From an optimization exercise on the open Yosys and OpenROAD flow, aimed at small area, a short achievable clock period and few clock cycles per item; shortcuts taken in it are not production practice.
Only simulation tests tie the RTL to the original design; equivalence was not proved.
No activity file was given, so power comes from the tool's default toggle rates.

<file path="design/flow/flow/run.sh">
#!/bin/bash
set -o pipefail
cp standard.sh standard_sh.txt
export BUFFER_PORTS_ARGS="-buffer_cell sky130_fd_sc_hd__buf_1"
bash standard.sh > standard.log 2>&1
</file>
<file path="design/flow/standard.sh">
#!/bin/bash
# synth_recipe.tcl (not shown) runs the flow's synth.tcl, then flattens the netlist and writes it again
# the make line also repeats each setting of config.mk as NAME=value (left out here)
make -C /OpenROAD-flow-scripts/flow DESIGN_CONFIG=/design/flow/config.mk WORK_HOME=/design/flow/orfs CLKGATE_MAP_FILE= SYNTH_SCRIPT=/design/flow/synth_recipe.tcl "${@:-finish}"
</file>
<file path="design/flow/config.mk">
export PLATFORM = sky130hd
export DESIGN_NAME = vector_floating_point_divide_unit_iterative
export DESIGN_NICKNAME = vector_floating_point_divide_unit_iterative
export VERILOG_FILES = /design/flow/design.v
export SDC_FILE = /design/flow/constraint.sdc
export NUM_CORES = 4
export LEC_CHECK = 0
export CAP_MARGIN = 20
export CORE_MARGIN = 2
export CORE_UTILIZATION = 40
export SETUP_SLACK_MARGIN = 2.0
export SLEW_MARGIN = 20
export TNS_END_PERCENT = 0
</file>
<file path="design/flow/constraint.sdc">
create_clock -name core_clock -period 5.5 [get_ports {clock}]
set_input_delay 1.1000 -clock core_clock [delete_from_list [all_inputs] [get_ports {clock}]]
set_output_delay 1.1000 -clock core_clock [all_outputs]
set_load 0.01 [all_outputs]
</file>
<file path="design/flow/design.v">
package vector_floating_point_divide_unit_iterative_pkg;
  localparam logic [2:0] ZERO   = 3'd0;
  localparam logic [2:0] NORMAL = 3'd1;
  localparam logic [2:0] INF    = 3'd2;
  localparam logic [2:0] QNAN   = 3'd3;
  localparam logic [2:0] SNAN   = 3'd4;
  localparam int FF_NV = 4;
  localparam int FF_DZ = 3;
  localparam int FF_OF = 2;
  localparam int FF_UF = 1;
  localparam int FF_NX = 0;
  localparam logic [1:0] IDLE   = 2'd0;
  localparam logic [1:0] DIVIDE = 2'd1;
  localparam logic [1:0] ROUND  = 2'd2;
  localparam logic [1:0] DONE   = 2'd3;
  localparam logic [31:0] FP32_CANONICAL_NAN  = 32'h7FC00000;
  localparam int          FP32_BIAS           = 127;
  localparam int          FP32_DIV_ITERATIONS = 26;
  function automatic logic [2:0] fp32_classify(input logic [31:0] x);
    logic [2:0] c;
    if (x[30:23] == 8'h00)      c = ZERO;
    else if (x[30:23] == 8'hFF) c = (x[22:0] == 23'd0) ? INF :
                                    (x[22] ? QNAN : SNAN);
    else                        c = NORMAL;
    fp32_classify = c;
  endfunction
endpackage
module fp32_divide_lane (
  input  logic        clock,
  input  logic        load,
  input  logic        step,
  input  logic        fin1,
  input  logic        round,
  input  logic [30:0] op_a,
  input  logic [30:0] op_b,
  input  logic        sign_in,
  output logic [31:0] result,
  output logic [4:0]  flags
);
  localparam int NV = vector_floating_point_divide_unit_iterative_pkg::FF_NV;
  localparam int DZ = vector_floating_point_divide_unit_iterative_pkg::FF_DZ;
  localparam int OF = vector_floating_point_divide_unit_iterative_pkg::FF_OF;
  localparam int UF = vector_floating_point_divide_unit_iterative_pkg::FF_UF;
  localparam int NX = vector_floating_point_divide_unit_iterative_pkg::FF_NX;
  logic [26:0] s_q, c_q;   
  logic [22:0] d_q;        
  logic [25:0] q_q;        
  logic [22:0] rf_q;       
  logic        neg_q, nz_q;  
  logic [9:0]  e_q;        
  logic        h_q;        
  logic        s_sign_q;
  logic        sp_nan_q, sp_inf_q, sp_zero_q, sp_nv_q, sp_dz_q;
  logic        rs_q;
  logic [7:0]  re_q;
  logic a_zero, a_inf, a_nan, a_snan, b_zero, b_inf, b_nan, b_snan;
  logic a_ff, b_ff, a_fz, b_fz;
  assign a_ff   = &op_a[30:23];
  assign b_ff   = &op_b[30:23];
  assign a_fz   = ~|op_a[22:0];
  assign b_fz   = ~|op_b[22:0];
  assign a_zero = ~|op_a[30:23];
  assign b_zero = ~|op_b[30:23];
  assign a_inf  = a_ff & a_fz;
  assign b_inf  = b_ff & b_fz;
  assign a_nan  = a_ff & ~a_fz;
  assign b_nan  = b_ff & ~b_fz;
  assign a_snan = a_nan & ~op_a[22];
  assign b_snan = b_nan & ~op_b[22];
  logic p_nan, p_inf, p_zero, p_nv, p_dz, p_invalid;
  assign p_invalid = (a_zero & b_zero) | (a_inf & b_inf);
  assign p_nan  = a_nan | b_nan | p_invalid;
  assign p_nv   = a_snan | b_snan | p_invalid;
  assign p_inf  = ~p_nan & (a_inf | b_zero);
  assign p_dz   = ~p_nan & ~a_inf & b_zero;
  assign p_zero = ~p_nan & ~a_inf & ~b_zero & (a_zero | b_inf);
  logic [9:0] e_in;
  assign e_in = {2'b00, op_a[30:23]} - {2'b00, op_b[30:23]} + 10'd126;
  logic h_in;
  assign h_in = (op_a[22:20] <= op_b[22:20]);
  function automatic logic [3:0] sel_digit(input logic [2:0] dh, input logic [6:0] e);
    logic [3:0] r;
    case ({dh, e})
      10'd3: r = 4'b0100;
      10'd4: r = 4'b0100;
      10'd5: r = 4'b0100;
      10'd6: r = 4'b0100;
      10'd7: r = 4'b0100;
      10'd8: r = 4'b0100;
      10'd9: r = 4'b0100;
      10'd10: r = 4'b0100;
      10'd11: r = 4'b0100;
      10'd12: r = 4'b1000;
      10'd13: r = 4'b1000;
      10'd14: r = 4'b1000;
      10'd15: r = 4'b1000;
      10'd16: r = 4'b1000;
      10'd17: r = 4'b1000;
      10'd18: r = 4'b1000;
      10'd19: r = 4'b1000;
      10'd20: r = 4'b1000;
      10'd21: r = 4'b1000;
      10'd22: r = 4'b1000;
      10'd23: r = 4'b1000;
      10'd24: r = 4'b1000;
      10'd25: r = 4'b1000;
      10'd26: r = 4'b1000;
      10'd27: r = 4'b1000;
      10'd28: r = 4'b1000;
      10'd29: r = 4'b1000;
      10'd30: r = 4'b1000;
      10'd31: r = 4'b1000;
      10'd32: r = 4'b1000;
      10'd33: r = 4'b1000;
      10'd34: r = 4'b1000;
      10'd35: r = 4'b1000;
      10'd36: r = 4'b1000;
      10'd37: r = 4'b1000;
      10'd38: r = 4'b1000;
      10'd39: r = 4'b1000;
      10'd40: r = 4'b1000;
      10'd41: r = 4'b1000;
      10'd42: r = 4'b1000;
      10'd43: r = 4'b1000;
      10'd44: r = 4'b1000;
      10'd45: r = 4'b1000;
      10'd46: r = 4'b1000;
      10'd47: r = 4'b1000;
      10'd48: r = 4'b1000;
      10'd49: r = 4'b1000;
      10'd50: r = 4'b1000;
      10'd51: r = 4'b1000;
      10'd52: r = 4'b1000;
      10'd53: r = 4'b1000;
      10'd54: r = 4'b1000;
      10'd55: r = 4'b1000;
      10'd56: r = 4'b1000;
      10'd57: r = 4'b1000;
      10'd58: r = 4'b1000;
      10'd59: r = 4'b1000;
      10'd60: r = 4'b1000;
      10'd61: r = 4'b1000;
      10'd62: r = 4'b1000;
      10'd63: r = 4'b1000;
      10'd64: r = 4'b0001;
      10'd65: r = 4'b0001;
      10'd66: r = 4'b0001;
      10'd67: r = 4'b0001;
      10'd68: r = 4'b0001;
      10'd69: r = 4'b0001;
      10'd70: r = 4'b0001;
      10'd71: r = 4'b0001;
      10'd72: r = 4'b0001;
      10'd73: r = 4'b0001;
      10'd74: r = 4'b0001;
      10'd75: r = 4'b0001;
      10'd76: r = 4'b0001;
      10'd77: r = 4'b0001;
      10'd78: r = 4'b0001;
      10'd79: r = 4'b0001;
      10'd80: r = 4'b0001;
      10'd81: r = 4'b0001;
      10'd82: r = 4'b0001;
      10'd83: r = 4'b0001;
      10'd84: r = 4'b0001;
      10'd85: r = 4'b0001;
      10'd86: r = 4'b0001;
      10'd87: r = 4'b0001;
      10'd88: r = 4'b0001;
      10'd89: r = 4'b0001;
      10'd90: r = 4'b0001;
      10'd91: r = 4'b0001;
      10'd92: r = 4'b0001;
      10'd93: r = 4'b0001;
      10'd94: r = 4'b0001;
      10'd95: r = 4'b0001;
      10'd96: r = 4'b0001;
      10'd97: r = 4'b0001;
      10'd98: r = 4'b0001;
      10'd99: r = 4'b0001;
      10'd100: r = 4'b0001;
      10'd101: r = 4'b0001;
      10'd102: r = 4'b0001;
      10'd103: r = 4'b0001;
      10'd104: r = 4'b0001;
      10'd105: r = 4'b0001;
      10'd106: r = 4'b0001;
      10'd107: r = 4'b0001;
      10'd108: r = 4'b0001;
      10'd109: r = 4'b0001;
      10'd110: r = 4'b0001;
      10'd111: r = 4'b0001;
      10'd112: r = 4'b0001;
      10'd113: r = 4'b0001;
      10'd114: r = 4'b0001;
      10'd115: r = 4'b0010;
      10'd116: r = 4'b0010;
      10'd117: r = 4'b0010;
      10'd118: r = 4'b0010;
      10'd119: r = 4'b0010;
      10'd120: r = 4'b0010;
      10'd121: r = 4'b0010;
      10'd122: r = 4'b0010;
      10'd132: r = 4'b0100;
      10'd133: r = 4'b0100;
      10'd134: r = 4'b0100;
      10'd135: r = 4'b0100;
      10'd136: r = 4'b0100;
      10'd137: r = 4'b0100;
      10'd138: r = 4'b0100;
      10'd139: r = 4'b0100;
      10'd140: r = 4'b0100;
      10'd141: r = 4'b0100;
      10'd142: r = 4'b1000;
      10'd143: r = 4'b1000;
      10'd144: r = 4'b1000;
      10'd145: r = 4'b1000;
      10'd146: r = 4'b1000;
      10'd147: r = 4'b1000;
      10'd148: r = 4'b1000;
      10'd149: r = 4'b1000;
      10'd150: r = 4'b1000;
      10'd151: r = 4'b1000;
      10'd152: r = 4'b1000;
      10'd153: r = 4'b1000;
      10'd154: r = 4'b1000;
      10'd155: r = 4'b1000;
      10'd156: r = 4'b1000;
      10'd157: r = 4'b1000;
      10'd158: r = 4'b1000;
      10'd159: r = 4'b1000;
      10'd160: r = 4'b1000;
      10'd161: r = 4'b1000;
      10'd162: r = 4'b1000;
      10'd163: r = 4'b1000;
      10'd164: r = 4'b1000;
      10'd165: r = 4'b1000;
      10'd166: r = 4'b1000;
      10'd167: r = 4'b1000;
      10'd168: r = 4'b1000;
      10'd169: r = 4'b1000;
      10'd170: r = 4'b1000;
      10'd171: r = 4'b1000;
      10'd172: r = 4'b1000;
      10'd173: r = 4'b1000;
      10'd174: r = 4'b1000;
      10'd175: r = 4'b1000;
      10'd176: r = 4'b1000;
      10'd177: r = 4'b1000;
      10'd178: r = 4'b1000;
      10'd179: r = 4'b1000;
      10'd180: r = 4'b1000;
      10'd181: r = 4'b1000;
      10'd182: r = 4'b1000;
      10'd183: r = 4'b1000;
      10'd184: r = 4'b1000;
      10'd185: r = 4'b1000;
      10'd186: r = 4'b1000;
      10'd187: r = 4'b1000;
      10'd188: r = 4'b1000;
      10'd189: r = 4'b1000;
      10'd190: r = 4'b1000;
      10'd191: r = 4'b1000;
      10'd192: r = 4'b0001;
      10'd193: r = 4'b0001;
      10'd194: r = 4'b0001;
      10'd195: r = 4'b0001;
      10'd196: r = 4'b0001;
      10'd197: r = 4'b0001;
      10'd198: r = 4'b0001;
      10'd199: r = 4'b0001;
      10'd200: r = 4'b0001;
      10'd201: r = 4'b0001;
      10'd202: r = 4'b0001;
      10'd203: r = 4'b0001;
      10'd204: r = 4'b0001;
      10'd205: r = 4'b0001;
      10'd206: r = 4'b0001;
      10'd207: r = 4'b0001;
      10'd208: r = 4'b0001;
      10'd209: r = 4'b0001;
      10'd210: r = 4'b0001;
      10'd211: r = 4'b0001;
      10'd212: r = 4'b0001;
      10'd213: r = 4'b0001;
      10'd214: r = 4'b0001;
      10'd215: r = 4'b0001;
      10'd216: r = 4'b0001;
      10'd217: r = 4'b0001;
      10'd218: r = 4'b0001;
      10'd219: r = 4'b0001;
      10'd220: r = 4'b0001;
      10'd221: r = 4'b0001;
      10'd222: r = 4'b0001;
      10'd223: r = 4'b0001;
      10'd224: r = 4'b0001;
      10'd225: r = 4'b0001;
      10'd226: r = 4'b0001;
      10'd227: r = 4'b0001;
      10'd228: r = 4'b0001;
      10'd229: r = 4'b0001;
      10'd230: r = 4'b0001;
      10'd231: r = 4'b0001;
      10'd232: r = 4'b0001;
      10'd233: r = 4'b0001;
      10'd234: r = 4'b0001;
      10'd235: r = 4'b0001;
      10'd236: r = 4'b0001;
      10'd237: r = 4'b0001;
      10'd238: r = 4'b0001;
      10'd239: r = 4'b0001;
      10'd240: r = 4'b0001;
      10'd241: r = 4'b0010;
      10'd242: r = 4'b0010;
      10'd243: r = 4'b0010;
      10'd244: r = 4'b0010;
      10'd245: r = 4'b0010;
      10'd246: r = 4'b0010;
      10'd247: r = 4'b0010;
      10'd248: r = 4'b0010;
      10'd249: r = 4'b0010;
      10'd260: r = 4'b0100;
      10'd261: r = 4'b0100;
      10'd262: r = 4'b0100;
      10'd263: r = 4'b0100;
      10'd264: r = 4'b0100;
      10'd265: r = 4'b0100;
      10'd266: r = 4'b0100;
      10'd267: r = 4'b0100;
      10'd268: r = 4'b0100;
      10'd269: r = 4'b0100;
      10'd270: r = 4'b0100;
      10'd271: r = 4'b1000;
      10'd272: r = 4'b1000;
      10'd273: r = 4'b1000;
      10'd274: r = 4'b1000;
      10'd275: r = 4'b1000;
      10'd276: r = 4'b1000;
      10'd277: r = 4'b1000;
      10'd278: r = 4'b1000;
      10'd279: r = 4'b1000;
      10'd280: r = 4'b1000;
      10'd281: r = 4'b1000;
      10'd282: r = 4'b1000;
      10'd283: r = 4'b1000;
      10'd284: r = 4'b1000;
      10'd285: r = 4'b1000;
      10'd286: r = 4'b1000;
      10'd287: r = 4'b1000;
      10'd288: r = 4'b1000;
      10'd289: r = 4'b1000;
      10'd290: r = 4'b1000;
      10'd291: r = 4'b1000;
      10'd292: r = 4'b1000;
      10'd293: r = 4'b1000;
      10'd294: r = 4'b1000;
      10'd295: r = 4'b1000;
      10'd296: r = 4'b1000;
      10'd297: r = 4'b1000;
      10'd298: r = 4'b1000;
      10'd299: r = 4'b1000;
      10'd300: r = 4'b1000;
      10'd301: r = 4'b1000;
      10'd302: r = 4'b1000;
      10'd303: r = 4'b1000;
      10'd304: r = 4'b1000;
      10'd305: r = 4'b1000;
      10'd306: r = 4'b1000;
      10'd307: r = 4'b1000;
      10'd308: r = 4'b1000;
      10'd309: r = 4'b1000;
      10'd310: r = 4'b1000;
      10'd311: r = 4'b1000;
      10'd312: r = 4'b1000;
      10'd313: r = 4'b1000;
      10'd314: r = 4'b1000;
      10'd315: r = 4'b1000;
      10'd316: r = 4'b1000;
      10'd317: r = 4'b1000;
      10'd318: r = 4'b1000;
      10'd319: r = 4'b1000;
      10'd320: r = 4'b0001;
      10'd321: r = 4'b0001;
      10'd322: r = 4'b0001;
      10'd323: r = 4'b0001;
      10'd324: r = 4'b0001;
      10'd325: r = 4'b0001;
      10'd326: r = 4'b0001;
      10'd327: r = 4'b0001;
      10'd328: r = 4'b0001;
      10'd329: r = 4'b0001;
      10'd330: r = 4'b0001;
      10'd331: r = 4'b0001;
      10'd332: r = 4'b0001;
      10'd333: r = 4'b0001;
      10'd334: r = 4'b0001;
      10'd335: r = 4'b0001;
      10'd336: r = 4'b0001;
      10'd337: r = 4'b0001;
      10'd338: r = 4'b0001;
      10'd339: r = 4'b0001;
      10'd340: r = 4'b0001;
      10'd341: r = 4'b0001;
      10'd342: r = 4'b0001;
      10'd343: r = 4'b0001;
      10'd344: r = 4'b0001;
      10'd345: r = 4'b0001;
      10'd346: r = 4'b0001;
      10'd347: r = 4'b0001;
      10'd348: r = 4'b0001;
      10'd349: r = 4'b0001;
      10'd350: r = 4'b0001;
      10'd351: r = 4'b0001;
      10'd352: r = 4'b0001;
      10'd353: r = 4'b0001;
      10'd354: r = 4'b0001;
      10'd355: r = 4'b0001;
      10'd356: r = 4'b0001;
      10'd357: r = 4'b0001;
      10'd358: r = 4'b0001;
      10'd359: r = 4'b0001;
      10'd360: r = 4'b0001;
      10'd361: r = 4'b0001;
      10'd362: r = 4'b0001;
      10'd363: r = 4'b0001;
      10'd364: r = 4'b0001;
      10'd365: r = 4'b0001;
      10'd366: r = 4'b0001;
      10'd367: r = 4'b0001;
      10'd368: r = 4'b0010;
      10'd369: r = 4'b0010;
      10'd370: r = 4'b0010;
      10'd371: r = 4'b0010;
      10'd372: r = 4'b0010;
      10'd373: r = 4'b0010;
      10'd374: r = 4'b0010;
      10'd375: r = 4'b0010;
      10'd376: r = 4'b0010;
      10'd377: r = 4'b0010;
      10'd388: r = 4'b0100;
      10'd389: r = 4'b0100;
      10'd390: r = 4'b0100;
      10'd391: r = 4'b0100;
      10'd392: r = 4'b0100;
      10'd393: r = 4'b0100;
      10'd394: r = 4'b0100;
      10'd395: r = 4'b0100;
      10'd396: r = 4'b0100;
      10'd397: r = 4'b0100;
      10'd398: r = 4'b0100;
      10'd399: r = 4'b0100;
      10'd400: r = 4'b1000;
      10'd401: r = 4'b1000;
      10'd402: r = 4'b1000;
      10'd403: r = 4'b1000;
      10'd404: r = 4'b1000;
      10'd405: r = 4'b1000;
      10'd406: r = 4'b1000;
      10'd407: r = 4'b1000;
      10'd408: r = 4'b1000;
      10'd409: r = 4'b1000;
      10'd410: r = 4'b1000;
      10'd411: r = 4'b1000;
      10'd412: r = 4'b1000;
      10'd413: r = 4'b1000;
      10'd414: r = 4'b1000;
      10'd415: r = 4'b1000;
      10'd416: r = 4'b1000;
      10'd417: r = 4'b1000;
      10'd418: r = 4'b1000;
      10'd419: r = 4'b1000;
      10'd420: r = 4'b1000;
      10'd421: r = 4'b1000;
      10'd422: r = 4'b1000;
      10'd423: r = 4'b1000;
      10'd424: r = 4'b1000;
      10'd425: r = 4'b1000;
      10'd426: r = 4'b1000;
      10'd427: r = 4'b1000;
      10'd428: r = 4'b1000;
      10'd429: r = 4'b1000;
      10'd430: r = 4'b1000;
      10'd431: r = 4'b1000;
      10'd432: r = 4'b1000;
      10'd433: r = 4'b1000;
      10'd434: r = 4'b1000;
      10'd435: r = 4'b1000;
      10'd436: r = 4'b1000;
      10'd437: r = 4'b1000;
      10'd438: r = 4'b1000;
      10'd439: r = 4'b1000;
      10'd440: r = 4'b1000;
      10'd441: r = 4'b1000;
      10'd442: r = 4'b1000;
      10'd443: r = 4'b1000;
      10'd444: r = 4'b1000;
      10'd445: r = 4'b1000;
      10'd446: r = 4'b1000;
      10'd447: r = 4'b1000;
      10'd448: r = 4'b0001;
      10'd449: r = 4'b0001;
      10'd450: r = 4'b0001;
      10'd451: r = 4'b0001;
      10'd452: r = 4'b0001;
      10'd453: r = 4'b0001;
      10'd454: r = 4'b0001;
      10'd455: r = 4'b0001;
      10'd456: r = 4'b0001;
      10'd457: r = 4'b0001;
      10'd458: r = 4'b0001;
      10'd459: r = 4'b0001;
      10'd460: r = 4'b0001;
      10'd461: r = 4'b0001;
      10'd462: r = 4'b0001;
      10'd463: r = 4'b0001;
      10'd464: r = 4'b0001;
      10'd465: r = 4'b0001;
      10'd466: r = 4'b0001;
      10'd467: r = 4'b0001;
      10'd468: r = 4'b0001;
      10'd469: r = 4'b0001;
      10'd470: r = 4'b0001;
      10'd471: r = 4'b0001;
      10'd472: r = 4'b0001;
      10'd473: r = 4'b0001;
      10'd474: r = 4'b0001;
      10'd475: r = 4'b0001;
      10'd476: r = 4'b0001;
      10'd477: r = 4'b0001;
      10'd478: r = 4'b0001;
      10'd479: r = 4'b0001;
      10'd480: r = 4'b0001;
      10'd481: r = 4'b0001;
      10'd482: r = 4'b0001;
      10'd483: r = 4'b0001;
      10'd484: r = 4'b0001;
      10'd485: r = 4'b0001;
      10'd486: r = 4'b0001;
      10'd487: r = 4'b0001;
      10'd488: r = 4'b0001;
      10'd489: r = 4'b0001;
      10'd490: r = 4'b0001;
      10'd491: r = 4'b0001;
      10'd492: r = 4'b0001;
      10'd493: r = 4'b0001;
      10'd494: r = 4'b0010;
      10'd495: r = 4'b0010;
      10'd496: r = 4'b0010;
      10'd497: r = 4'b0010;
      10'd498: r = 4'b0010;
      10'd499: r = 4'b0010;
      10'd500: r = 4'b0010;
      10'd501: r = 4'b0010;
      10'd502: r = 4'b0010;
      10'd503: r = 4'b0010;
      10'd504: r = 4'b0010;
      10'd517: r = 4'b0100;
      10'd518: r = 4'b0100;
      10'd519: r = 4'b0100;
      10'd520: r = 4'b0100;
      10'd521: r = 4'b0100;
      10'd522: r = 4'b0100;
      10'd523: r = 4'b0100;
      10'd524: r = 4'b0100;
      10'd525: r = 4'b0100;
      10'd526: r = 4'b0100;
      10'd527: r = 4'b0100;
      10'd528: r = 4'b0100;
      10'd529: r = 4'b0100;
      10'd530: r = 4'b1000;
      10'd531: r = 4'b1000;
      10'd532: r = 4'b1000;
      10'd533: r = 4'b1000;
      10'd534: r = 4'b1000;
      10'd535: r = 4'b1000;
      10'd536: r = 4'b1000;
      10'd537: r = 4'b1000;
      10'd538: r = 4'b1000;
      10'd539: r = 4'b1000;
      10'd540: r = 4'b1000;
      10'd541: r = 4'b1000;
      10'd542: r = 4'b1000;
      10'd543: r = 4'b1000;
      10'd544: r = 4'b1000;
      10'd545: r = 4'b1000;
      10'd546: r = 4'b1000;
      10'd547: r = 4'b1000;
      10'd548: r = 4'b1000;
      10'd549: r = 4'b1000;
      10'd550: r = 4'b1000;
      10'd551: r = 4'b1000;
      10'd552: r = 4'b1000;
      10'd553: r = 4'b1000;
      10'd554: r = 4'b1000;
      10'd555: r = 4'b1000;
      10'd556: r = 4'b1000;
      10'd557: r = 4'b1000;
      10'd558: r = 4'b1000;
      10'd559: r = 4'b1000;
      10'd560: r = 4'b1000;
      10'd561: r = 4'b1000;
      10'd562: r = 4'b1000;
      10'd563: r = 4'b1000;
      10'd564: r = 4'b1000;
      10'd565: r = 4'b1000;
      10'd566: r = 4'b1000;
      10'd567: r = 4'b1000;
      10'd568: r = 4'b1000;
      10'd569: r = 4'b1000;
      10'd570: r = 4'b1000;
      10'd571: r = 4'b1000;
      10'd572: r = 4'b1000;
      10'd573: r = 4'b1000;
      10'd574: r = 4'b1000;
      10'd575: r = 4'b1000;
      10'd576: r = 4'b0001;
      10'd577: r = 4'b0001;
      10'd578: r = 4'b0001;
      10'd579: r = 4'b0001;
      10'd580: r = 4'b0001;
      10'd581: r = 4'b0001;
      10'd582: r = 4'b0001;
      10'd583: r = 4'b0001;
      10'd584: r = 4'b0001;
      10'd585: r = 4'b0001;
      10'd586: r = 4'b0001;
      10'd587: r = 4'b0001;
      10'd588: r = 4'b0001;
      10'd589: r = 4'b0001;
      10'd590: r = 4'b0001;
      10'd591: r = 4'b0001;
      10'd592: r = 4'b0001;
      10'd593: r = 4'b0001;
      10'd594: r = 4'b0001;
      10'd595: r = 4'b0001;
      10'd596: r = 4'b0001;
      10'd597: r = 4'b0001;
      10'd598: r = 4'b0001;
      10'd599: r = 4'b0001;
      10'd600: r = 4'b0001;
      10'd601: r = 4'b0001;
      10'd602: r = 4'b0001;
      10'd603: r = 4'b0001;
      10'd604: r = 4'b0001;
      10'd605: r = 4'b0001;
      10'd606: r = 4'b0001;
      10'd607: r = 4'b0001;
      10'd608: r = 4'b0001;
      10'd609: r = 4'b0001;
      10'd610: r = 4'b0001;
      10'd611: r = 4'b0001;
      10'd612: r = 4'b0001;
      10'd613: r = 4'b0001;
      10'd614: r = 4'b0001;
      10'd615: r = 4'b0001;
      10'd616: r = 4'b0001;
      10'd617: r = 4'b0001;
      10'd618: r = 4'b0001;
      10'd619: r = 4'b0001;
      10'd620: r = 4'b0010;
      10'd621: r = 4'b0010;
      10'd622: r = 4'b0010;
      10'd623: r = 4'b0010;
      10'd624: r = 4'b0010;
      10'd625: r = 4'b0010;
      10'd626: r = 4'b0010;
      10'd627: r = 4'b0010;
      10'd628: r = 4'b0010;
      10'd629: r = 4'b0010;
      10'd630: r = 4'b0010;
      10'd631: r = 4'b0010;
      10'd645: r = 4'b0100;
      10'd646: r = 4'b0100;
      10'd647: r = 4'b0100;
      10'd648: r = 4'b0100;
      10'd649: r = 4'b0100;
      10'd650: r = 4'b0100;
      10'd651: r = 4'b0100;
      10'd652: r = 4'b0100;
      10'd653: r = 4'b0100;
      10'd654: r = 4'b0100;
      10'd655: r = 4'b0100;
      10'd656: r = 4'b0100;
      10'd657: r = 4'b0100;
      10'd658: r = 4'b0100;
      10'd659: r = 4'b1000;
      10'd660: r = 4'b1000;
      10'd661: r = 4'b1000;
      10'd662: r = 4'b1000;
      10'd663: r = 4'b1000;
      10'd664: r = 4'b1000;
      10'd665: r = 4'b1000;
      10'd666: r = 4'b1000;
      10'd667: r = 4'b1000;
      10'd668: r = 4'b1000;
      10'd669: r = 4'b1000;
      10'd670: r = 4'b1000;
      10'd671: r = 4'b1000;
      10'd672: r = 4'b1000;
      10'd673: r = 4'b1000;
      10'd674: r = 4'b1000;
      10'd675: r = 4'b1000;
      10'd676: r = 4'b1000;
      10'd677: r = 4'b1000;
      10'd678: r = 4'b1000;
      10'd679: r = 4'b1000;
      10'd680: r = 4'b1000;
      10'd681: r = 4'b1000;
      10'd682: r = 4'b1000;
      10'd683: r = 4'b1000;
      10'd684: r = 4'b1000;
      10'd685: r = 4'b1000;
      10'd686: r = 4'b1000;
      10'd687: r = 4'b1000;
      10'd688: r = 4'b1000;
      10'd689: r = 4'b1000;
      10'd690: r = 4'b1000;
      10'd691: r = 4'b1000;
      10'd692: r = 4'b1000;
      10'd693: r = 4'b1000;
      10'd694: r = 4'b1000;
      10'd695: r = 4'b1000;
      10'd696: r = 4'b1000;
      10'd697: r = 4'b1000;
      10'd698: r = 4'b1000;
      10'd699: r = 4'b1000;
      10'd700: r = 4'b1000;
      10'd701: r = 4'b1000;
      10'd702: r = 4'b1000;
      10'd703: r = 4'b1000;
      10'd704: r = 4'b0001;
      10'd705: r = 4'b0001;
      10'd706: r = 4'b0001;
      10'd707: r = 4'b0001;
      10'd708: r = 4'b0001;
      10'd709: r = 4'b0001;
      10'd710: r = 4'b0001;
      10'd711: r = 4'b0001;
      10'd712: r = 4'b0001;
      10'd713: r = 4'b0001;
      10'd714: r = 4'b0001;
      10'd715: r = 4'b0001;
      10'd716: r = 4'b0001;
      10'd717: r = 4'b0001;
      10'd718: r = 4'b0001;
      10'd719: r = 4'b0001;
      10'd720: r = 4'b0001;
      10'd721: r = 4'b0001;
      10'd722: r = 4'b0001;
      10'd723: r = 4'b0001;
      10'd724: r = 4'b0001;
      10'd725: r = 4'b0001;
      10'd726: r = 4'b0001;
      10'd727: r = 4'b0001;
      10'd728: r = 4'b0001;
      10'd729: r = 4'b0001;
      10'd730: r = 4'b0001;
      10'd731: r = 4'b0001;
      10'd732: r = 4'b0001;
      10'd733: r = 4'b0001;
      10'd734: r = 4'b0001;
      10'd735: r = 4'b0001;
      10'd736: r = 4'b0001;
      10'd737: r = 4'b0001;
      10'd738: r = 4'b0001;
      10'd739: r = 4'b0001;
      10'd740: r = 4'b0001;
      10'd741: r = 4'b0001;
      10'd742: r = 4'b0001;
      10'd743: r = 4'b0001;
      10'd744: r = 4'b0001;
      10'd745: r = 4'b0001;
      10'd746: r = 4'b0001;
      10'd747: r = 4'b0010;
      10'd748: r = 4'b0010;
      10'd749: r = 4'b0010;
      10'd750: r = 4'b0010;
      10'd751: r = 4'b0010;
      10'd752: r = 4'b0010;
      10'd753: r = 4'b0010;
      10'd754: r = 4'b0010;
      10'd755: r = 4'b0010;
      10'd756: r = 4'b0010;
      10'd757: r = 4'b0010;
      10'd758: r = 4'b0010;
      10'd759: r = 4'b0010;
      10'd773: r = 4'b0100;
      10'd774: r = 4'b0100;
      10'd775: r = 4'b0100;
      10'd776: r = 4'b0100;
      10'd777: r = 4'b0100;
      10'd778: r = 4'b0100;
      10'd779: r = 4'b0100;
      10'd780: r = 4'b0100;
      10'd781: r = 4'b0100;
      10'd782: r = 4'b0100;
      10'd783: r = 4'b0100;
      10'd784: r = 4'b0100;
      10'd785: r = 4'b0100;
      10'd786: r = 4'b0100;
      10'd787: r = 4'b0100;
      10'd788: r = 4'b1000;
      10'd789: r = 4'b1000;
      10'd790: r = 4'b1000;
      10'd791: r = 4'b1000;
      10'd792: r = 4'b1000;
      10'd793: r = 4'b1000;
      10'd794: r = 4'b1000;
      10'd795: r = 4'b1000;
      10'd796: r = 4'b1000;
      10'd797: r = 4'b1000;
      10'd798: r = 4'b1000;
      10'd799: r = 4'b1000;
      10'd800: r = 4'b1000;
      10'd801: r = 4'b1000;
      10'd802: r = 4'b1000;
      10'd803: r = 4'b1000;
      10'd804: r = 4'b1000;
      10'd805: r = 4'b1000;
      10'd806: r = 4'b1000;
      10'd807: r = 4'b1000;
      10'd808: r = 4'b1000;
      10'd809: r = 4'b1000;
      10'd810: r = 4'b1000;
      10'd811: r = 4'b1000;
      10'd812: r = 4'b1000;
      10'd813: r = 4'b1000;
      10'd814: r = 4'b1000;
      10'd815: r = 4'b1000;
      10'd816: r = 4'b1000;
      10'd817: r = 4'b1000;
      10'd818: r = 4'b1000;
      10'd819: r = 4'b1000;
      10'd820: r = 4'b1000;
      10'd821: r = 4'b1000;
      10'd822: r = 4'b1000;
      10'd823: r = 4'b1000;
      10'd824: r = 4'b1000;
      10'd825: r = 4'b1000;
      10'd826: r = 4'b1000;
      10'd827: r = 4'b1000;
      10'd828: r = 4'b1000;
      10'd829: r = 4'b1000;
      10'd830: r = 4'b1000;
      10'd831: r = 4'b1000;
      10'd832: r = 4'b0001;
      10'd833: r = 4'b0001;
      10'd834: r = 4'b0001;
      10'd835: r = 4'b0001;
      10'd836: r = 4'b0001;
      10'd837: r = 4'b0001;
      10'd838: r = 4'b0001;
      10'd839: r = 4'b0001;
      10'd840: r = 4'b0001;
      10'd841: r = 4'b0001;
      10'd842: r = 4'b0001;
      10'd843: r = 4'b0001;
      10'd844: r = 4'b0001;
      10'd845: r = 4'b0001;
      10'd846: r = 4'b0001;
      10'd847: r = 4'b0001;
      10'd848: r = 4'b0001;
      10'd849: r = 4'b0001;
      10'd850: r = 4'b0001;
      10'd851: r = 4'b0001;
      10'd852: r = 4'b0001;
      10'd853: r = 4'b0001;
      10'd854: r = 4'b0001;
      10'd855: r = 4'b0001;
      10'd856: r = 4'b0001;
      10'd857: r = 4'b0001;
      10'd858: r = 4'b0001;
      10'd859: r = 4'b0001;
      10'd860: r = 4'b0001;
      10'd861: r = 4'b0001;
      10'd862: r = 4'b0001;
      10'd863: r = 4'b0001;
      10'd864: r = 4'b0001;
      10'd865: r = 4'b0001;
      10'd866: r = 4'b0001;
      10'd867: r = 4'b0001;
      10'd868: r = 4'b0001;
      10'd869: r = 4'b0001;
      10'd870: r = 4'b0001;
      10'd871: r = 4'b0001;
      10'd872: r = 4'b0001;
      10'd873: r = 4'b0010;
      10'd874: r = 4'b0010;
      10'd875: r = 4'b0010;
      10'd876: r = 4'b0010;
      10'd877: r = 4'b0010;
      10'd878: r = 4'b0010;
      10'd879: r = 4'b0010;
      10'd880: r = 4'b0010;
      10'd881: r = 4'b0010;
      10'd882: r = 4'b0010;
      10'd883: r = 4'b0010;
      10'd884: r = 4'b0010;
      10'd885: r = 4'b0010;
      10'd886: r = 4'b0010;
      10'd902: r = 4'b0100;
      10'd903: r = 4'b0100;
      10'd904: r = 4'b0100;
      10'd905: r = 4'b0100;
      10'd906: r = 4'b0100;
      10'd907: r = 4'b0100;
      10'd908: r = 4'b0100;
      10'd909: r = 4'b0100;
      10'd910: r = 4'b0100;
      10'd911: r = 4'b0100;
      10'd912: r = 4'b0100;
      10'd913: r = 4'b0100;
      10'd914: r = 4'b0100;
      10'd915: r = 4'b0100;
      10'd916: r = 4'b0100;
      10'd917: r = 4'b0100;
      10'd918: r = 4'b1000;
      10'd919: r = 4'b1000;
      10'd920: r = 4'b1000;
      10'd921: r = 4'b1000;
      10'd922: r = 4'b1000;
      10'd923: r = 4'b1000;
      10'd924: r = 4'b1000;
      10'd925: r = 4'b1000;
      10'd926: r = 4'b1000;
      10'd927: r = 4'b1000;
      10'd928: r = 4'b1000;
      10'd929: r = 4'b1000;
      10'd930: r = 4'b1000;
      10'd931: r = 4'b1000;
      10'd932: r = 4'b1000;
      10'd933: r = 4'b1000;
      10'd934: r = 4'b1000;
      10'd935: r = 4'b1000;
      10'd936: r = 4'b1000;
      10'd937: r = 4'b1000;
      10'd938: r = 4'b1000;
      10'd939: r = 4'b1000;
      10'd940: r = 4'b1000;
      10'd941: r = 4'b1000;
      10'd942: r = 4'b1000;
      10'd943: r = 4'b1000;
      10'd944: r = 4'b1000;
      10'd945: r = 4'b1000;
      10'd946: r = 4'b1000;
      10'd947: r = 4'b1000;
      10'd948: r = 4'b1000;
      10'd949: r = 4'b1000;
      10'd950: r = 4'b1000;
      10'd951: r = 4'b1000;
      10'd952: r = 4'b1000;
      10'd953: r = 4'b1000;
      10'd954: r = 4'b1000;
      10'd955: r = 4'b1000;
      10'd956: r = 4'b1000;
      10'd957: r = 4'b1000;
      10'd958: r = 4'b1000;
      10'd959: r = 4'b1000;
      10'd960: r = 4'b0001;
      10'd961: r = 4'b0001;
      10'd962: r = 4'b0001;
      10'd963: r = 4'b0001;
      10'd964: r = 4'b0001;
      10'd965: r = 4'b0001;
      10'd966: r = 4'b0001;
      10'd967: r = 4'b0001;
      10'd968: r = 4'b0001;
      10'd969: r = 4'b0001;
      10'd970: r = 4'b0001;
      10'd971: r = 4'b0001;
      10'd972: r = 4'b0001;
      10'd973: r = 4'b0001;
      10'd974: r = 4'b0001;
      10'd975: r = 4'b0001;
      10'd976: r = 4'b0001;
      10'd977: r = 4'b0001;
      10'd978: r = 4'b0001;
      10'd979: r = 4'b0001;
      10'd980: r = 4'b0001;
      10'd981: r = 4'b0001;
      10'd982: r = 4'b0001;
      10'd983: r = 4'b0001;
      10'd984: r = 4'b0001;
      10'd985: r = 4'b0001;
      10'd986: r = 4'b0001;
      10'd987: r = 4'b0001;
      10'd988: r = 4'b0001;
      10'd989: r = 4'b0001;
      10'd990: r = 4'b0001;
      10'd991: r = 4'b0001;
      10'd992: r = 4'b0001;
      10'd993: r = 4'b0001;
      10'd994: r = 4'b0001;
      10'd995: r = 4'b0001;
      10'd996: r = 4'b0001;
      10'd997: r = 4'b0001;
      10'd998: r = 4'b0001;
      10'd999: r = 4'b0010;
      10'd1000: r = 4'b0010;
      10'd1001: r = 4'b0010;
      10'd1002: r = 4'b0010;
      10'd1003: r = 4'b0010;
      10'd1004: r = 4'b0010;
      10'd1005: r = 4'b0010;
      10'd1006: r = 4'b0010;
      10'd1007: r = 4'b0010;
      10'd1008: r = 4'b0010;
      10'd1009: r = 4'b0010;
      10'd1010: r = 4'b0010;
      10'd1011: r = 4'b0010;
      10'd1012: r = 4'b0010;
      10'd1013: r = 4'b0010;
      default: r = 4'b0000;
    endcase
    sel_digit = r;
  endfunction
  logic [3:0] dg_q;        
  logic qpos, qneg, qone, qtwo;
  assign qpos = dg_q[3] | dg_q[2];
  assign qneg = dg_q[1] | dg_q[0];
  assign qone = dg_q[2] | dg_q[1];
  assign qtwo = dg_q[3] | dg_q[0];
  logic [26:0] mag, addend;
  assign mag    = ({27{qone}} & {3'b000, 1'b1, d_q}) | ({27{qtwo}} & {2'b00, 1'b1, d_q, 1'b0});
  assign addend = qpos ? ~mag : mag;
  logic [26:0] sum, cy;
  assign sum = s_q ^ c_q ^ addend;
  assign cy  = (s_q & c_q) | (s_q & addend) | (c_q & addend);
  logic [26:0] mag_t, addend_t;
  logic [24:17] sum_t, cy_t;
  assign mag_t    = mag;
  assign addend_t = addend;
  assign sum_t    = s_q[24:17] ^ c_q[24:17] ^ addend_t[24:17];
  assign cy_t     = (s_q[24:17] & c_q[24:17]) | (s_q[24:17] & addend_t[24:17]) | (c_q[24:17] & addend_t[24:17]);
  logic [6:0] est_n, est_ld;
  logic [3:0] dg_n, dg_ld;
  assign est_n  = sum_t[24:18] + cy_t[23:17];
  assign dg_n   = sel_digit(d_q[22:20], est_n);
  assign est_ld = h_in ? {2'b00, 1'b1, op_a[22:19]} : {3'b000, 1'b1, op_a[22:20]};
  assign dg_ld  = sel_digit(op_b[22:20], est_ld);
  logic [25:0] q_dec;
  logic [1:0]  dig;
  assign q_dec = q_q - 26'd1;
  assign dig   = {qtwo | (qone & qneg), qone};
  logic        neg, nz, neg_c, nz_c;
  logic [26:0] wsum;
  assign wsum  = s_q + c_q;
  assign neg_c = wsum[26];
  assign nz_c  = ((s_q ^ c_q) != {(s_q[25:0] | c_q[25:0]), 1'b0});
  assign neg   = fin1 ? neg_c : neg_q;
  assign nz    = fin1 ? nz_c  : nz_q;
  logic        lead1, norm, r, xb, lsb, up, inexact;
  logic [22:0] frac, fr, fr_inc;
  logic        c_inc, c;
  logic [9:0]  e0, e_inc, e_fin;
  logic        ovf, unf, ovf0, unf0, ovf1, unf1;
  logic [31:0] rnd_res;
  logic [4:0]  rnd_flags;
  always_comb begin
    lead1   = q_q[25];
    norm    = ~h_q | lead1;
    frac    = lead1 ? q_q[24:2] : q_q[23:1];
    r       = lead1 ? q_q[1]    : q_q[0];
    xb      = lead1 & q_q[0];
    lsb     = frac[0];
    up      = r & (xb | (~neg & (lsb | nz)));
    inexact = r | xb | nz;
    {c_inc, fr_inc} = {1'b0, frac} + 24'd1;
    fr      = up ? fr_inc : frac;
    c       = up & c_inc;
    e0      = e_q + {9'd0, norm};
    e_inc   = e0 + 10'd1;
    ovf0    = ($signed(e0) >= 10'sd255);
    unf0    = ($signed(e0) <= 10'sd0);
    ovf1    = ($signed(e_inc) >= 10'sd255);
    unf1    = ($signed(e_inc) <= 10'sd0);
    e_fin   = c ? e_inc : e0;
    ovf     = c ? ovf1 : ovf0;
    unf     = c ? unf1 : unf0;
    rnd_flags = '0;
    if (sp_nan_q) begin
      rnd_res       = 32'h7FC00000;
      rnd_flags[NV] = sp_nv_q;
    end else if (sp_inf_q) begin
      rnd_res       = {s_sign_q, 8'hFF, 23'd0};
      rnd_flags[DZ] = sp_dz_q;
    end else if (sp_zero_q) begin
      rnd_res       = {s_sign_q, 31'd0};
    end else if (ovf) begin
      rnd_res       = {s_sign_q, 8'hFF, 23'd0};
      rnd_flags[OF] = 1'b1;
      rnd_flags[NX] = 1'b1;
    end else if (unf) begin
      rnd_res       = {s_sign_q, 31'd0};
      rnd_flags[UF] = 1'b1;
      rnd_flags[NX] = 1'b1;
    end else begin
      rnd_res       = {s_sign_q, e_fin[7:0], fr};
      rnd_flags[NX] = inexact;
    end
  end
  assign flags = rnd_flags;
  always_ff @(posedge clock) begin
    if (load) begin
      s_q   <= h_in ? {2'b00, 1'b1, op_a[22:0], 1'b0} : {3'b000, 1'b1, op_a[22:0]};
      c_q   <= '0;
      dg_q  <= dg_ld;
    end else begin
      s_q   <= {sum[24:0], 2'b00};
      c_q   <= {cy[23:0], qpos, 2'b00};
      dg_q  <= dg_n;
    end
  end
  always_ff @(posedge clock) begin
    if (load) begin
      d_q       <= op_b[22:0];
      e_q       <= e_in;
      h_q       <= h_in;
      s_sign_q  <= sign_in;
      sp_nan_q  <= p_nan;
      sp_inf_q  <= p_inf;
      sp_zero_q <= p_zero;
      sp_nv_q   <= p_nv;
      sp_dz_q   <= p_dz;
    end
    if (step) q_q <= qneg ? {q_dec[23:0], dig} : {q_q[23:0], dig};
    if (fin1) begin
      neg_q <= neg_c;
      nz_q  <= nz_c;
    end
    if (round) begin
      rf_q <= rnd_res[22:0];
      re_q <= rnd_res[30:23];
      rs_q <= rnd_res[31];
    end
  end
  assign result = {rs_q, re_q, rf_q};
endmodule
module vector_floating_point_divide_unit_iterative #(
  parameter int VLEN = 128,
  parameter int SEW  = 32
) (
  input  logic            clock,
  input  logic            reset,
  input  logic            flush,
  input  logic            in_valid,
  output logic            in_ready,
  input  logic            reverse,
  input  logic [VLEN-1:0] vs2,
  input  logic [VLEN-1:0] vs1,
  output logic            out_valid,
  input  logic            out_ready,
  output logic [VLEN-1:0] vd,
  output logic [4:0]      fflags
);
  localparam int NUM_LANES = VLEN / SEW;
  localparam int STEPS     = 13;
  if (SEW != 32) begin : g_sew_chk
    $error("vector divider supports SEW=32 only");
  end
  if (VLEN % 32 != 0) begin : g_vlen_chk
    $error("VLEN must be a multiple of 32");
  end
  logic       idle_q;
  logic       it_q;
  logic       fin_q;
  logic       fin1_q;     
  logic [3:0] cnt_q;
  logic       ov_q;
  logic       ready, accept, last, round_now, it_d, fin_d;
  assign ready     = idle_q | (fin_q & ~ov_q);
  assign in_ready  = ready;
  assign out_valid = ov_q;
  assign accept    = ready & in_valid & ~flush;
  assign last      = (cnt_q == 4'(STEPS - 1));
  assign round_now = fin_q & (~ov_q | out_ready);
  assign it_d      = accept | (it_q & ~last);
  assign fin_d     = (it_q & last) | (fin_q & ~round_now);
  always_ff @(posedge clock or posedge reset) begin
    if (reset) begin
      idle_q <= 1'b0;
      it_q   <= 1'b0;
      fin_q  <= 1'b0;
      fin1_q <= 1'b0;
      cnt_q  <= '0;
      ov_q   <= 1'b0;
    end else if (flush) begin
      idle_q <= 1'b1;
      it_q   <= 1'b0;
      fin_q  <= 1'b0;
      fin1_q <= 1'b0;
      cnt_q  <= '0;
      ov_q   <= 1'b0;
    end else begin
      it_q   <= it_d;
      fin_q  <= fin_d;
      fin1_q <= it_q & last;
      idle_q <= ~it_d & ~fin_d;
      if (it_q) cnt_q <= last ? 4'd0 : cnt_q + 4'd1;
      if (round_now)      ov_q <= 1'b1;
      else if (out_ready) ov_q <= 1'b0;
    end
  end
  logic [NUM_LANES-1:0][31:0] lane_res;
  logic [NUM_LANES-1:0][4:0]  lane_flags;
  logic [4:0]                 flags_or;
  for (genvar i = 0; i < NUM_LANES; i++) begin : g_lane
    logic [30:0] op_a, op_b;
    assign op_a = reverse ? vs1[32*i +: 31] : vs2[32*i +: 31];
    assign op_b = reverse ? vs2[32*i +: 31] : vs1[32*i +: 31];
    assign vd[32*i +: 32] = lane_res[i];
    fp32_divide_lane u_lane (
      .clock    (clock),
      .load     (ready),
      .step     (it_q),
      .fin1     (fin1_q),
      .round    (round_now),
      .op_a     (op_a),
      .op_b     (op_b),
      .sign_in  (vs1[32*i+31] ^ vs2[32*i+31]),
      .result   (lane_res[i]),
      .flags    (lane_flags[i])
    );
  end
  always_comb begin
    flags_or = '0;
    for (int i = 0; i < NUM_LANES; i++) flags_or = flags_or | lane_flags[i];
  end
  always_ff @(posedge clock) begin
    if (round_now) fflags <= flags_or;
  end
endmodule
</file>
==> impl.org, run 1 <==
** Run status
- Outcome :: timing/DRC/antenna clean

** Routing
- Detailed-router iteration count before antenna repair :: 7
- The detailed router put a total of 66190 µm of wire on met1.
- The detailed router finished its first iteration with 3011 violations.
- Routed signal wires occupy layers up through met5.
- Via count :: 37820
- Antenna Nets Post-Route :: 0
- Detailed-routed wire length on met3 :: 12300 µm
- Metal2 WL :: 60110 µm
- Per-cell via count in the routed design :: 5.455
- Dividing the detail-routed wire length by the instance count gives 20.56 µm.
- Overall routed net length :: 142500 µm
- For this run, design rule violations remaining after detail routing come to 0.

** Critical path
- Walking the worst path, the cells encountered are nand2b_4 > ha_4 > ha_4 > ha_4 > o21a_1 > a31o_2 > a22oi_2 > xnor2_2 > or4b_4 > o311a_1 > or2_4 > or3b_4 > buf_6 > buf_16 > a211oi_1.
- Endpoint kind of the worst setup timing path :: flop
- The worst setup path is launched from a flop.
- The cell family contributing the most delay on the critical path is simple AND/OR/NAND/NOR gates.
- The worst register-to-register path begins at g_lane[3].u_lane.h_q$_DFFE_PN_.
- The cell that appears most often on the critical path is ha_4.
- Data arrives at the worst endpoint at 4170 ps.
- Required time at the worst-slack endpoint :: 5900 ps
- Maximum fanout along the worst path :: 9
- Crit-path slowest cell :: edfxtp_1
- For this run, the slowest stage of the critical path takes 510 ps.
- Classification of the worst setup path :: flop to flop
- Number of buffers and inverters on the critical path :: 2
- In this run the worst setup path begins at g_lane[3].u_lane.h_q$_DFFE_PN_.

** Synth
- Sequential cells were found to cover 36.21% of the synthesized design area.
- Avg Synthesized Cell Area :: 9.385 µm²
- By area the synthesized netlist is led by edfxtp_1 (26%), dfxtp_1 (10%), ha_1 (8.2%).
- Ys async rst share :: 1.411%
- Cell taking the most area after synthesis :: edfxtp_1
- Net count after synthesis :: 5604
- For this run, the leading register cell type out of synthesis is edfxtp_1.
- The mapped netlist covers 0.04637 mm².
- Count of cell types in the netlist :: 101
- Yosys top cell area share :: 25.71%
- Yosys mapped a number of flops with a built-in enable equal to 397.
- Post-synthesis sequential element count :: 638
- For this run, the number of Yosys warnings is 2.
- Instance count of the mapped netlist :: 4941

** Clock network
- CTS Sinks :: 638
- Total clock buffers created by CTS :: 79
- TritonCTS built the clock tree.
- Cts hold-fix bufs :: 0
- The H-tree was split into 3 levels.
- Clock transition at the registers of the reported paths :: 60 ps
- Clock root buffer :: clkbuf_16
- Insertion delay to the later sink of the worst-skew pair :: 670 ps
- Clock tree buffer depth :: 3

** Power
- Switching portion of total power :: 44.69%
- Leakage dissipation :: 21.09 nW
- The worst-case IR drop observed on VDD is 603.7 µV.
- The internal power of the cells totals 18.62 mW.
- Sequential group share of total power :: 21.0%
- In this run the power density over the cells is 617.2 mW/mm².
- Net switching power of the design :: 15.05 mW
- Per report_power, the combinational group accounts for 63.5% of the total.
- Per report_power, the clock group accounts for 15.5% of the total.

** Final layout
- Highest-count cells in the layout ignoring fill and taps :: nor2_1 (403), edfxtp_1 (397), buf_1 (395)
- Relative to the synthesized area, the layout overhead comes to 17.64%.
- At the end of the flow, the number of nets in the layout was 6004.
- Of the cells placed in the final design, the portion with a size suffix greater than 1 is 12.96%.
- Leaving out fill and tap cells, the most frequent cell in the layout is nor2_1.

** STA
- Setup slack closes at 1723 ps.
- Setup repair after global routing missed its margin :: yes
- Normalized max-slew margin :: 28.88%
- Worst clock skew on the final layout :: 32.12 ps
- Summed negative setup slack over all endpoints :: 0 ps
- Worst-Margin Slew :: 1067 ps
- After layout, the minimum clock period comes to 3777 ps.
- Hold timing on the final database bottoms out at a slack of 405.1 ps.
- Final slew viol count :: 0
- The number of failing hold endpoints at the final stage came to 0.
- Setup violations remaining at the end of the flow were counted as 0.
- The worst path uses 68.68% of the clock period.
- Based on the critical path, the design can be clocked at up to 0.2647 GHz.

** Die
- Starting utilization of the core area :: 40.44%
- The floorplan step set the die height to 344.5 µm.
- Row count :: 124
- In this run the standard cell core region covers 0.1147 mm².
- Die W :: 344.5 µm
- For this design the top-level I/O count stands at 397.
- The floorplan step defined a die boundary enclosing 0.1187 mm².

** Place
- Dpl ws :: 591.5 ps
- Routability-driven placement finished with a final weighted congestion of 0.9249.
- Summed over all nets, the half-perimeter wirelength after detailed placement is 106800 µm.
- In this run the tool buffered the top-level ports with 396 buffer cells.

** Flow run
- Max-cap check violation count :: 0

** Global route
- Largest net degree at the start of global routing :: 142
- After global routing the overflow that remains totals 0.
- First-pass GRT wire length :: 212700 µm
- The initial antenna violation count is 44.
- Vias in the first global route :: 36000
- In the global route stage, overall resource usage came out at 23.14%.

** Hold path
- Class of the tightest hold or removal check :: input pin to asynchronous set/reset pin
==> repair_timing <==
item | 4_1_cts | 5_1_grt
endpoints found under the setup margin | 199 | 246
resized for setup | 149 | 173
setup buffers | 47 | 54
pin swaps | 44 | 67
gates cloned | 8 | 5
==> final timing paths <==
| kind | endpoint | slack, ps | cells after the start |
|---|---|---|---|
| max | g_lane[3].u_lane.rf_q[17]$_SDFFCE_PP0P_ | 1720 | 15 |
| min | cnt_q[3]$_DFFE_PP0P_ | 410 | 2 |
| max reg2reg | g_lane[3].u_lane.rf_q[17]$_SDFFCE_PP0P_ | 1720 | 15 |
| min reg2reg | g_lane[0].u_lane.nz_q$_DFF_P_ | 500 | 2 |
| max in group asynchronous | it_q$_DFF_PP0_ | 4770 | 2 |
| min in group core_clock | g_lane[0].u_lane.nz_q$_DFF_P_ | 500 | 2 |
==> per-layer routing <==
metal  vias up  track usage, %
li1      18240               -
met1     18120           33.96
met2      1196           33.59
met3       223           5.297
met4        44           6.893
met5         -               0
==> per-stage QoR <==
stage | total power [mW] | std cells | utilization, % | area (µm²)
2_1_floorplan | 20.06 | 4941 | - | 46410
3_3_place_gp | 24.26 | 6658 | 43.06 | 49370
3_5_place_dp | 24.39 | 6658 | 43.06 | 49370
4_1_cts | 31.53 | 6861 | 46.35 | 53150
5_1_grt | 36.18 | 6925 | 47.56 | 54530
6_report | 33.67 | 6933 | 47.58 | 54550
==> state kept, by name, indices dropped and copies added, names as in the netlist, 4 cells and up <==
| register | count |
|---|---|
| g_lane.u_lane.dg_q | 16 |
| fflags | 5 |
| g_lane.u_lane.sp_dz_q | 4 |
| g_lane.u_lane.e_q | 40 |
| g_lane.u_lane.sp_nan_q | 4 |
| g_lane.u_lane.rf_q | 92 |
| g_lane.u_lane.d_q | 92 |
| g_lane.u_lane.h_q | 4 |
| g_lane.u_lane.c_q | 100 |
| g_lane.u_lane.sp_inf_q | 4 |
| g_lane.u_lane.q_q | 104 |
| g_lane.u_lane.neg_q | 4 |
| g_lane.u_lane.nz_q | 4 |
| g_lane.u_lane.s_q | 108 |
| cnt_q | 4 |
| g_lane.u_lane.re_q | 32 |
| g_lane.u_lane.sp_nv_q | 4 |
| g_lane.u_lane.rs_q | 4 |
| g_lane.u_lane.sp_zero_q | 4 |
| g_lane.u_lane.s_sign_q | 4 |
==> layout make-up <==
class,instances,area (µm²)
antenna,13,32.53
clock buffer,105,2217
clock inverter,43,371.6
fill,10810,60100
inverter,378,1433
multi-input combinational,3670,28550
sequential,638,16840
tap,1512,1892
timing repair buffer,574,3213
==> cells in the mapped netlist, types with 19 or more instances <==
| cell type | count |
|---|---|
| nor2_1 | 414 |
| edfxtp_1 | 397 |
| inv_1 | 374 |
| nand2_1 | 366 |
| xnor2_1 | 358 |
| ha_1 | 305 |
| a21oi_1 | 301 |
| mux2i_1 | 244 |
| dfxtp_1 | 232 |
| xor2_1 | 211 |
| clkbuf_1 | 191 |
| nand3_1 | 139 |
| o21ai_0 | 133 |
| nor3_1 | 125 |
| mux2_2 | 113 |
| nand4_1 | 102 |
| nor4_1 | 97 |
| a22oi_1 | 96 |
| fa_1 | 96 |
| a211oi_1 | 42 |
| and2_1 | 42 |
| nor2b_1 | 41 |
| buf_1 | 32 |
| a21o_1 | 31 |
| nand2b_1 | 31 |
| buf_2 | 28 |
| or3_1 | 28 |
| and3_1 | 27 |
| a31oi_1 | 23 |
| o21bai_1 | 21 |
| o21a_1 | 19 |
==> worst reg2reg max path: cells and delay by family (launching register included) <==
| kind | cells | cell delay, ps |
|---|---|---|
| and+or+nand+nor | 4 | 1170 |
| AOI/OAI and AO/OA | 5 | 930 |
| adders and majority gates | 3 | 550 |
| DFF | 1 | 510 |
| buffers and inverters | 2 | 240 |
| xor gates and xnor gates | 1 | 90 |
==> power by group through the flow <==
stage          combinational [mW]  clock [mW]  sequential, mW
2_1_floorplan                13.4           0            6.69
3_3_place_gp                 17.2           0            7.07
3_5_place_dp                 17.3           0            7.10
4_1_cts                      19.1        5.35            7.03
5_1_grt                      23.4        5.54            7.19
6_report                     21.4        5.23            7.07
==> cells by family after synthesis <==
kind of cell	after synthesis	share of synthesized area, %
AND/OR/NAND/NOR	1516	15.94
AO/OA/AOI/OAI	822	11.38
flip-flops	638	36.21
buffers and inverters	636	5.291
XOR/XNOR	569	10.75
adder cells (fa/ha/maj)	402	12.40
multiplexers	358	8.035
Testbench counts, summed over its fixed seeds: cycles 26,904, items 1,920.
==> run 2: changes to the inputs <==
--- a/design/flow/config.mk
+++ b/design/flow/config.mk
@@ -8,6 +8,6 @@
 export CAP_MARGIN = 20
 export CORE_MARGIN = 2
-export CORE_UTILIZATION = 40
-export SETUP_SLACK_MARGIN = 2.0
+export CORE_UTILIZATION = 50
+export SETUP_SLACK_MARGIN = 2.4
 export SLEW_MARGIN = 20
 export TNS_END_PERCENT = 0
==> impl.org, run 2 <==
** Place
- Including well taps, the total number of placed cells is 6379.
- Summed over all nets, the half-perimeter wirelength after detailed placement is 98580 µm.
- Input and output buffers added on the ports amount to 396.
- Final RePlAce weighted congestion :: 0.9265

** Hold path
- Class of the tightest hold or removal check :: input pin to asynchronous set/reset pin

** STA
- Setup violations remaining at the end of the flow were counted as 0.
- The final critical path takes up 68.47% of the cycle.
- Measured against its own limit, the worst slew margin works out to 38.50%.
- Based on the critical path, the design can be clocked at up to 0.2656 GHz.
- Setup repair after global routing could not meet its margin everywhere.
- The total count of max-transition violations in the final report was 0.
- For the pin with the worst max-slew slack, the measured transition is 922.5 ps.
- Worst clock skew on the final layout :: 28.36 ps
- For the final routed database, the setup TNS stands at 0 ps.
- Hold Violations, Final :: 0
- Min Tclk post-route :: 3766 ps

** Synth
- After technology mapping, the gate count stands at 4941.
- Library cell with the highest instance count after synthesis :: nor2_1
- In this run, synthesis produced a sequential element count of 638.
- Count of flip-flops with a built-in enable after synthesis :: 397
- Sorting the synthesized cells by how often they occur yields nor2_1 (414), edfxtp_1 (397), inv_1 (374), nand2_1 (366), xnor2_1 (358).
- Count of cell types in the netlist :: 101
- Yosys top cell area share :: 25.71%
- The most used flip-flop cell after synthesis is edfxtp_1.
- By area the synthesized netlist is led by edfxtp_1 (26%), dfxtp_1 (10%), ha_1 (8.2%).
- edfxtp_1 takes more of the synthesized area than any other cell.
- Ys async rst share :: 1.411%
- For this run, the register share of the synthesized area comes to 36.21%.
- After synthesis the cells add up to 0.04637 mm².
- Net count after synthesis :: 5604
- Count of synthesis-stage warnings from yosys :: 2
- Avg Synthesized Cell Area :: 9.385 µm²

** Final layout
- Biggest register :: g_lane.u_lane.s_q
- The count of cells in the finished layout, fillers not included, comes to 6624.
- Fraction of layout cells with a size suffix above 1 :: 10.93%
- The register with the most flip-flops in the layout has 108 of them.
- Area grow syn2layout :: 14.59%
- The top cell types in the final layout, fill and taps aside, are nor2_1 (408), edfxtp_1 (397), buf_1 (395).
- Largest registers :: g_lane.u_lane.s_q: 108 flops, g_lane.u_lane.q_q: 104 flops, g_lane.u_lane.c_q: 100 flops
- Post-layout nets :: 5971
- Leading cell type in the layout, fill and taps excluded :: nor2_1

** Die
- Die footprint :: 0.09519 mm²
- The floorplan has 111 rows.
- I/O pin count :: 397
- The initial utilization of the core area, before any placement, comes to 50.51%.
- Die height :: 308.5 µm
- Placeable core region :: 0.09180 mm²
- The floorplan step set the die width to 308.5 µm.

** Power
- In this run, flip-flops and latches consume 21.7% of the power.
- Cell internal power dissipation :: 17.83 mW
- Total power for the finished layout comes to 32.26 mW.
- The worst-case IR drop observed on VDD is 546.6 µV.
- Net switching power of the design :: 14.43 mW
- Net switching is 44.74% of the power.
- Power per Cell Area :: 607.2 mW/mm²
- In this run, the combinational gates consume 63.2% of the power.
- In this run the static leakage power is 20.66 nW.
- Clock power share :: 15.1%

** Global route
- Antenna violations before repair :: 30
- Entering global routing, the biggest net connects 131 pins.
- For this run, the total global-route usage over all layers was measured as 27.31%.
- After global routing the overflow that remains totals 0.
- The first global-routing pass estimated 203100 µm of wire.
- Vias in the first global route :: 35330

** Clock network
- The later pin in the worst-skew pair is clocked with a latency of 650 ps.
- TritonCTS clock tree :: yes
- Clock root buffer :: clkbuf_16
- Max H-tree Level :: 3
- Clock-pin slew was measured on the worst setup and hold paths at 70 ps.
- Total clock buffers created by CTS :: 76
- CTS Sinks :: 638
- Buffers inserted to repair hold after CTS numbered 0.
- Clock tree buffer depth :: 3

** Routing
- After detailed routing, the average wire length per cell comes to 19.91 µm.
- After detailed routing, the number of remaining DRC violations is 0.
- Once detail routing completed, the nets flagged for antenna violations numbered 0.
- Detailed router's first-iteration violation count :: 2818
- Overall routed net length :: 131900 µm
- The first detailed-routing pass took 5 iterations.
- Via count :: 37290
- Per-cell via count in the routed design :: 5.630

** Critical path
- Critical Path Max Stage Delay :: 530 ps
- Classification of the worst setup path :: flop to flop
- The slowest stage of the critical path is the fa_1 cell.
- The cell family contributing the most delay on the critical path is adder cells.
- By instance count, the cell type seen most on the critical path is inv_1.
- Critical Path Start Type :: flop
- Counting both buffers and inverters, the worst setup path holds a total of 4.
- Data arrives at the worst endpoint at 4340 ps.
- Worst-path cell chain :: or2_4 > buf_12 > buf_4 > a22oi_1 > xnor2_1 > fa_1 > inv_1 > ha_1 > inv_1 > xnor2_2 > nand2_1 > nor2_1 > o21ai_0 > a311oi_2 > o31ai_1 > o211ai_1 > and3_1
- The worst setup path is captured at a flop.
- Maximum fanout along the worst path :: 6
- Data on the critical path is required at its endpoint by 6080 ps.

** Flow run
- The tool flagged a number of max-cap violations equal to 0.

** Run status
- Outcome :: timing/DRC/antenna clean
## run 2: cell counts after synthesis
No cell type changed its count.
## run 2: cells by family (layout without fill, tap and decap cells)
group	Yosys count	after routing	share of synthesized area, %
flip-flops	638	638	36.21
multiplexers	358	358	8.035
AO/OA/AOI/OAI	822	823	11.38
XOR/XNOR	569	569	10.75
other	0	12	0
adder cells (fa/ha/maj)	402	402	12.40
AND/OR/NAND/NOR	1516	1524	15.94
buffers and inverters	636	1055	5.291
## run 2: per-stage QoR
stage	cell area [µm²]	utilization [%]	hold WS [ps]	setup slack [ps]
floorplan	46570	-	453.1	1182
global placement	49000	53.37	475.3	719.6
detailed placement	49000	53.37	482.9	687.2
CTS	52920	57.64	377.9	1810
global route	53120	57.86	415.0	1522
finish	53140	57.88	398.6	1734
## run 2: worst paths after layout
| check | from | to | slack (ps) | depth (start not counted) |
|---|---|---|---|---|
| setup / recovery | g_lane[2].u_lane.dg_q[3]$_DFF_P_ | g_lane[2].u_lane.dg_q[2]$_DFF_P_ | 1730 | 17 |
| hold / removal | reset | cnt_q[2]$_DFFE_PP0P_ | 400 | 2 |
| setup reg to reg | g_lane[2].u_lane.dg_q[3]$_DFF_P_ | g_lane[2].u_lane.dg_q[2]$_DFF_P_ | 1730 | 17 |
| hold reg to reg | g_lane[3].u_lane.neg_q$_DFF_P_ | g_lane[3].u_lane.neg_q$_DFF_P_ | 490 | 2 |
| max in group asynchronous | reset | it_q$_DFF_PP0_ | 4800 | 2 |
| min in group core_clock | g_lane[3].u_lane.neg_q$_DFF_P_ | g_lane[3].u_lane.neg_q$_DFF_P_ | 490 | 2 |
## run 2: metal layers
metal  vias up  GRT usage [%]  routed length [µm]
met2      1141          40.06               55660
met5         -              0                 177
met4        26          7.669                3280
met1     17760          40.88               62300
li1      18190              -                   -
met3       180          5.118               10470
## run 2: cell type report
cell class / instances / area (µm²)
fill: 8129 / 38670
multi-input combinational: 3676 / 28220
sequential: 638 / 16810
timing repair buffer: 538 / 2738
clock buffer: 110 / 2163
tap: 1243 / 1555
inverter: 378 / 1429
clock inverter: 29 / 187.7
antenna: 12 / 30.03
## run 2: timing repair
item / in CTS / in global routing
buffers inserted: 77 / 6
resized for setup: 203 / 27
pin swaps: 74 / 24
setup endpoints to repair: 293 / 297
cloned: 11 / 0
## run 2: power by group through the flow
stage / Sequential (mW) / Clock, mW / Combinational [mW]
global route: 7.13 / 5.15 / 22.5
global placement: 7.03 / 0 / 17.0
floorplan: 6.69 / 0 / 13.4
finish: 7.01 / 4.86 / 20.4
CTS: 7.00 / 4.97 / 19.6
detailed placement: 7.06 / 0 / 17.0
## run 2: worst reg2reg max path: stages (launching register included)
cell	delay [ps]
dfxtp_4	350
or2_4	240
buf_12	140
buf_4	170
a22oi_1	210
xnor2_1	110
fa_1	530
inv_1	50
ha_1	380
inv_1	150
xnor2_2	240
nand2_1	180
nor2_1	110
o21ai_0	110
a311oi_2	310
o31ai_1	130
o211ai_1	100
and3_1	170

re-timing with driven ports:
The flow's constraints put no driver on any port. The routed layouts listed below were extracted and timed again, unchanged, in two steps.
Step 1 assumes that a clkbuf_16 drives the clock port and a buf_2 every other input.
Step 2 also shifts input and output timing later by t, the mid clock arrival at the registers, as if the neighbouring blocks saw the same clock.
a / b / c = ideal / step 1 / step 2; a / b = the first two.
run | t (ns) | slack for setup (ns) | clock arrival spread, ns | worst register clock-pin slew, ns
run 1 | 0.721 | 1.723 / 1.723 / 1.144 | 0.032 / 0.032 | 0.06 / 0.06
run 2 | 0.706 | 1.734 / 1.734 / 1.120 | 0.030 / 0.030 | 0.07 / 0.07
After both steps every run listed still meets setup and hold. For run 2, which loses most, drivers alone change the setup slack by 0.000 ns; drivers and shift together by -0.614 ns.
